This design comes from an exercise in tuning for small area, a short achievable clock period and few clock cycles per item on the open sky130 flow, not from production work.
Only simulation tests tie the RTL to the original design; equivalence was not proved.

==> run K <==
// mult_iter
module mult_iter #(
  parameter int WIDTH = 32,
  parameter int DIGIT = 8
) (
  input  logic             clk,
  input  logic             rst_n,
  input  logic             valid_in,
  output logic             ready_out,
  input  logic             sign,
  input  logic [WIDTH-1:0] src_a,
  input  logic [WIDTH-1:0] src_b,
  input  logic             flush,
  output logic             valid_out,
  input  logic             ready_in,
  output logic [WIDTH-1:0] hi,
  output logic [WIDTH-1:0] lo
);
clock: 10.0 ns
lec_check: 0
cap_margin: 0
core_margin: 2
core_utilization: 60
slew_margin: 0
synth_hierarchical: 1
standard.sh (not shown) runs the stock make flow with config.mk's settings and CLKGATE_MAP_FILE= SYNTH_SCRIPT=/design/flow/synth_recipe.tcl, a recipe that flattens the netlist after the stock synthesis.
==> flow/flow/run.sh <==
#!/bin/bash
# The standard layout, with plain buffers (buf_1) as the port buffers instead
# of the default choice.
set -euo pipefail
bash standard.sh "BUFFER_PORTS_ARGS=-buffer_cell sky130_fd_sc_hd__buf_1" finish > standard_flow.log 2>&1
==> inputs of run D, as changes to run K <==
CAP_MARGIN = 20   (was 0)
CTS_BUF_LIST = sky130_fd_sc_hd__clkbuf_2 sky130_fd_sc_hd__clkbuf_4   (was unset)
SLEW_MARGIN = 20   (was 0)
==> inputs of run X, as changes to run K <==
CAP_MARGIN = 20   (was 0)
CORE_UTILIZATION = 70   (was 60)
SLEW_MARGIN = 20   (was 0)
==> comparison table <==
quantity	run K	run D	run X
Largest net degree at the start of global routing	91	91	84
Average wire per standard cell	30.0 microns	29.3 microns	31.2 microns
Run status	no timing/DRC/antenna violations	no timing/DRC/antenna violations	no timing/DRC/antenna violations
Horizontal die dimension	257 microns	257 microns	238 microns
Latest clock arrival within the worst-skew pair	0.60 ns	0.99 ns	0.62 ns
Placed wire-length estimate	81.4 mm	81.4 mm	78.2 mm
Req. time, crit path	10.33 ns	10.65 ns	10.33 ns
Worst setup path startpoint	b1_q[24]$_DFFE_PN_	e1_q[5]$_DFFE_PN_	e1_q[4]$_DFFE_PN_
Wire length of the first global-routing pass	186 mm	186 mm	185 mm
Final std cells w/o fill	4141	4242	3991
Initial antenna violation count	4	4	10
Count of plain and timing-repair buffers	223	223	222
Core Rows	92	92	85
Testbench counts of run K, summed over its fixed seeds: cycles 1,944, items 1,920.
Testbench counts of run D, summed over its fixed seeds: cycles 1,944, items 1,920.
Testbench counts of run X, summed over its fixed seeds: cycles 1,944, items 1,920.


==> 10-22: inputs <==
mult_iter again, from the RTL that the note above started with.
clock: 10.0 ns
lec_check: 0
cap_margin: 20
core_margin: 2
core_utilization: 60
cts_buf_list: sky130_fd_sc_hd__clkbuf_4 sky130_fd_sc_hd__clkbuf_8
slew_margin: 20
synth_hierarchical: 1
Scripts as last shown in full above: flow/flow/run.sh
==> 06-02 (differences from 10-22) <==
--- a/flow/config.mk
+++ b/flow/config.mk
@@ -10,3 +10,2 @@
 export CORE_UTILIZATION = 60
-export CTS_BUF_LIST = sky130_fd_sc_hd__clkbuf_4 sky130_fd_sc_hd__clkbuf_8
 export SLEW_MARGIN = 20
==> run summary <==
Run status: 06-02 finished clean; 10-22 finished clean
Post-route standard cell area excluding fillers: 06-02 40100 um2; 10-22 40100 um2
Vias per cell: 06-02 6.72; 10-22 6.65
Global routing met3 resource utilization: 06-02 10.6%; 10-22 11.2%
M1 wire length: 06-02 45900 um; 10-22 45600 um
Root Buffer Master: 06-02 sky130_fd_sc_hd__clkbuf_16; 10-22 sky130_fd_sc_hd__clkbuf_8
Worst path setup slack after routing: 06-02 6.02 ns; 10-22 6.04 ns
DRT iter0 DRCs: 06-02 3731; 10-22 3726
DRT Wirelength: 06-02 124000 um; 10-22 124000 um
Largest stage delay on the critical path: 06-02 0.53 ns; 10-22 0.54 ns
Routed met2 length: 06-02 56000 um; 10-22 55400 um
Met3 layer wire length in the routed design: 06-02 15500 um; 10-22 15600 um
First drt pass iteration count: 06-02 8; 10-22 7
Testbench counts of 10-22, summed over its fixed seeds: cycles 1,944, items 1,920.
Testbench counts of 06-02, summed over its fixed seeds: cycles 1,944, items 1,920.

static timing again, ports no longer ideal:
No port has a modelled driver above. Below, the same layouts with a new extraction and two added sets of constraints. Step 1 sets driving cells, clkbuf_16 on the clock port and buf_2 on the other inputs (assumed; they add their load-dependent delay and slew). Step 2 moves the port delays by t, midway between the first and last clock arrival at a register: inputs arrive t later, outputs are due t later. That takes back most of the time a late clock gives input paths. Slacks: ideal / step 1 / step 2; pairs: ideal / step 1.
| run | t, ns | slack for setup (ns) | worst setup path at the end |
|---|---|---|---|
| run K | 0.659 | 6.016 / 6.016 / 6.016 | register to register |
| run D | 0.998 | 6.000 / 6.000 / 6.000 | register to register |
| run X | 0.669 | 5.913 / 5.913 / 5.913 | register to register |
| 10-22 | 0.728 | 6.042 / 6.042 / 6.042 | register to register |
| 06-02 | 0.659 | 6.016 / 6.016 / 6.016 | register to register |
After both steps setup and hold are still met in every run listed.
